Context: an optimization exercise on an open-source flow, tuned for small area and a short achievable clock period. The choices shown serve that exercise and are no tape-out recipe. In this exercise RTL edits were held to simulation tests only and were not proved equivalent to the original.

== JK ==
// sprite_addr_gen
module sprite_addr_gen #(
  parameter  int N_SPRITES = 4,
  parameter  int COORD_W   = 10,
  parameter  int ADDR_W    = 20,
  parameter  int FRAME_W   = 4,
  parameter  int ANIM_DIV  = 8,
  localparam int ID_W      = (N_SPRITES > 1) ? $clog2(N_SPRITES) : 1
) (
  input  logic                           frame_Clk,
  input  logic                           Reset,
  input  logic [COORD_W-1:0]             DrawX,
  input  logic [COORD_W-1:0]             DrawY,
  input  logic                           vsync_tick,
  input  logic [N_SPRITES-1:0]           anim_enable,
  input  logic [N_SPRITES-1:0]           anim_restart,
  input  logic [N_SPRITES-1:0]           sprite_flip,
  input  logic [N_SPRITES*COORD_W-1:0]   sprite_X,
  input  logic [N_SPRITES*COORD_W-1:0]   sprite_Y,
  input  logic [N_SPRITES*COORD_W-1:0]   sprite_W,
  input  logic [N_SPRITES*COORD_W-1:0]   sprite_H,
  input  logic [N_SPRITES*ADDR_W-1:0]    base_addr,
  input  logic [N_SPRITES*FRAME_W-1:0]   frame_count,
  output logic                           sprite_on,
  output logic [ID_W-1:0]                sprite_id,
  output logic [ADDR_W-1:0]              spriteAddress,
  output logic [N_SPRITES*FRAME_W-1:0]   frame_idx
);
  localparam int                DIV_W    = (ANIM_DIV > 1) ? $clog2(ANIM_DIV) : 1;
  ...
For scale: ~2000 cells after synthesis, roughly 42 flip-flops, ~330 I/O pins, roughly 0.014 mm^2 of cells after synthesis.
==> flow/config.mk <==
export PLATFORM = sky130hd
export DESIGN_NAME = sprite_addr_gen
export DESIGN_NICKNAME = sprite_addr_gen
export VERILOG_FILES = /design/flow/design.v
export SDC_FILE = /design/flow/constraint.sdc
export NUM_CORES = 4
export LEC_CHECK = 0
export ABC_AREA = 1
export CAP_MARGIN = 20
export CORE_MARGIN = 2
export CORE_UTILIZATION = 47
export SETUP_SLACK_MARGIN = 2
export SLEW_MARGIN = 20
export TNS_END_PERCENT = 10
==> flow/constraint.sdc <==
create_clock -name core_clock -period 12.0 [get_ports {frame_Clk}]
set_input_delay 2.4000 -clock core_clock [delete_from_list [all_inputs] [get_ports {frame_Clk}]]
set_output_delay 2.4000 -clock core_clock [all_outputs]
set_load 0.01 [all_outputs]
standard.sh (not shown) runs the stock make flow with config.mk's settings and CLKGATE_MAP_FILE= SYNTH_SCRIPT=/design/flow/synth_recipe.tcl, a recipe that flattens the netlist after the stock synthesis.
==> flow/flow/run.sh <==
#!/bin/bash
# Standard ORFS layout (the standard.sh, standard synthesis unchanged), except that the
# port buffers that placement inserts on every input and output use sky130_fd_sc_hd__buf_1
# instead of the tool's default pick (clkdlybuf4s50_1, a slow delay cell).
# Each make step's full output goes to its own log in this folder; ORFS's per-step logs stay
# under orfs/logs/.
set -euo pipefail
bash standard.sh synth > synth.log 2>&1
bash standard.sh BUFFER_PORTS_ARGS="-buffer_cell sky130_fd_sc_hd__buf_1" finish > layout.log 2>&1
The following lists how MS was set up differently from JK:
Settings: a change of CORE_UTILIZATION from 47 to 40.
==> flow/flow/run.sh <==
#!/bin/bash
# Standard ORFS layout (the standard.sh, standard synthesis unchanged), except that:
#  - the port buffers that placement inserts on every input and output use
#    sky130_fd_sc_hd__buf_1 instead of the tool's default pick (clkdlybuf4s50_1);
#  - after global routing, ORFS's power-recovery step (repair_timing -recover_power)
#    downsizes gates off the critical paths.
# Each make step's full output goes to its own log in this folder; ORFS's per-step logs
# stay under orfs/logs/.
set -euo pipefail
bash standard.sh synth > synth.log 2>&1
bash standard.sh BUFFER_PORTS_ARGS="-buffer_cell sky130_fd_sc_hd__buf_1" RECOVER_POWER=100 finish > layout.log 2>&1
--- outcome ---
- Height of the chip sits higher in MS than in JK.
- On filler-free cell count of the finished design: between JK and MS, it ends up lower for MS.
- In MS, the count of clock-buffer cells in the layout came out 1 below the value in JK.
- The final-layout worst hold slack on MS is in line with that on JK.

---

Starting RTL as in the previous note.
export LEC_CHECK = 0
export ABC_AREA = 1
export CAP_MARGIN = 20
export CORE_MARGIN = 2
export CORE_UTILIZATION = 55
export SETUP_SLACK_MARGIN = 2
export SLEW_MARGIN = 20
create_clock -name core_clock -period 12.0 [get_ports {frame_Clk}]
==> flow/flow/run.sh <==
#!/bin/bash
# Standard ORFS layout (the standard.sh, standard synthesis unchanged), except that the
# port buffers that placement inserts on every input and output use sky130_fd_sc_hd__buf_1
# instead of the tool's default pick (clkdlybuf4s50_1, a slow delay cell).
# Each make step's full output goes to its own log in this folder; ORFS's per-step logs stay
# under orfs/logs/.
set -euo pipefail
bash standard.sh synth > synth.log 2>&1
bash standard.sh BUFFER_PORTS_ARGS="-buffer_cell sky130_fd_sc_hd__buf_1" finish > layout.log 2>&1
Change:
CORE_UTILIZATION = 40   (was 55)
TNS_END_PERCENT = 5   (was unset)
Non-clock buffer count drops by 60. Cell area drops by 5.3%. Utilization drops by 23 points. Global-route usage drops by 6.4 points. Setup slack is better by 0.053 ns. Wire length climbs by 10%.
Change:
TNS_END_PERCENT = 10   (was 5)
- design area stays the same
- setup slack does not change
- wire length is unchanged
Change:
SETUP_SLACK_MARGIN = 3   (was 2)
- The new run went through all stages and came out clean
- cell count is unchanged
- die area stays the same
- hold slack is unchanged
- cell area is unchanged
- register-to-register slack is about the same
- area after synthesis stays the same
- clock-buffer cell count stays the same
- sequential share of layout area does not change
- flip-flop and latch count is unchanged
- global-route usage stays the same

---

Setup of umber:
Starting RTL as in the previous note.
export LEC_CHECK = 0
export ABC_AREA = 1
export CAP_MARGIN = 20
export CORE_MARGIN = 2
export CORE_UTILIZATION = 40
export GPL_TIMING_DRIVEN = 0
export SETUP_SLACK_MARGIN = 2
export SLEW_MARGIN = 20
export TNS_END_PERCENT = 10
create_clock -name core_clock -period 12.0 [get_ports {frame_Clk}]
Scripts as last shown in full above: flow/flow/run.sh
> inputs changed (umber -> zinc)
- removing GPL_TIMING_DRIVEN (formerly 0)
- changing CORE_UTILIZATION from 40 to 33
--- outcome ---
zinc ended up with a higher count of buffers not belonging to the clock network in the layout than umber did.
[zinc] largest driver fanout on the critical path fell 4 relative to umber
On clock-buffer cell count, zinc tracks umber almost exactly.
Core util | zinc vs umber | zinc lower
Inputs modified between zinc and fjord:
- changing CORE_UTILIZATION from 33 to 40
- removing TNS_END_PERCENT (formerly 10)
Findings:
Changes observed in fjord relative to zinc: number of setup buffers added after CTS now sits higher, inserted tap cell count -about 16%, hold slack flat.
zinc has lower non-clock buffer area fraction after layout than fjord.
Relative to zinc, highest clock rate has increased by about 0.6% in fjord.
The non-clock buffer count in fjord sits about 10% above the value recorded for zinc.
Diff zinc and fjord: endpoint arrival time on the critical path higher in zinc
Final area (fjord vs. zinc) increases by a few percent
Of zinc and fjord, the run reporting the higher HPWL after detailed placement was zinc.

[afterwards: timing with drivers on the ports]
No port has a modelled driver above. Below, the same layouts with a new extraction and two added sets of constraints.
Step 1 assumes that a clkbuf_16 drives the clock port and a buf_2 every other input.
Step 2 moves the port delays by t, midway between the first and last clock arrival at a register: inputs arrive t later, outputs are due t later. That takes back most of the time a late clock gives input paths.
a / b / c = no drivers / after step 1 / after step 2; a / b = the first two.
run | t, ns | setup slack, ns | slew at the worst register clock pin (ns)
JK | 0.325 | 0.991 / 0.963 / 0.638 | 0.06 / 0.06
MS | 0.320 | 0.849 / 0.863 / 0.544 | 0.06 / 0.06
the first run of note 2 | 0.332 | 1.153 / 1.153 / 0.821 | 0.06 / 0.06
the second run of note 2 | 0.320 | 1.206 / 1.220 / 0.901 | 0.06 / 0.06
the third run of note 2 | 0.320 | 1.206 / 1.220 / 0.901 | 0.06 / 0.06
the fourth run of note 2 | 0.320 | 1.206 / 1.220 / 0.901 | 0.06 / 0.06
umber | 0.322 | 0.596 / 0.607 / 0.286 | 0.07 / 0.07
zinc | 0.318 | 1.176 / 1.190 / 0.872 | 0.06 / 0.06
fjord | 0.325 | 1.241 / 1.211 / 0.886 | 0.07 / 0.07
After both steps every run listed still meets setup and hold. The setup slack of fjord, which loses most, moves by -0.030 ns with the drivers and by -0.355 ns with both steps.
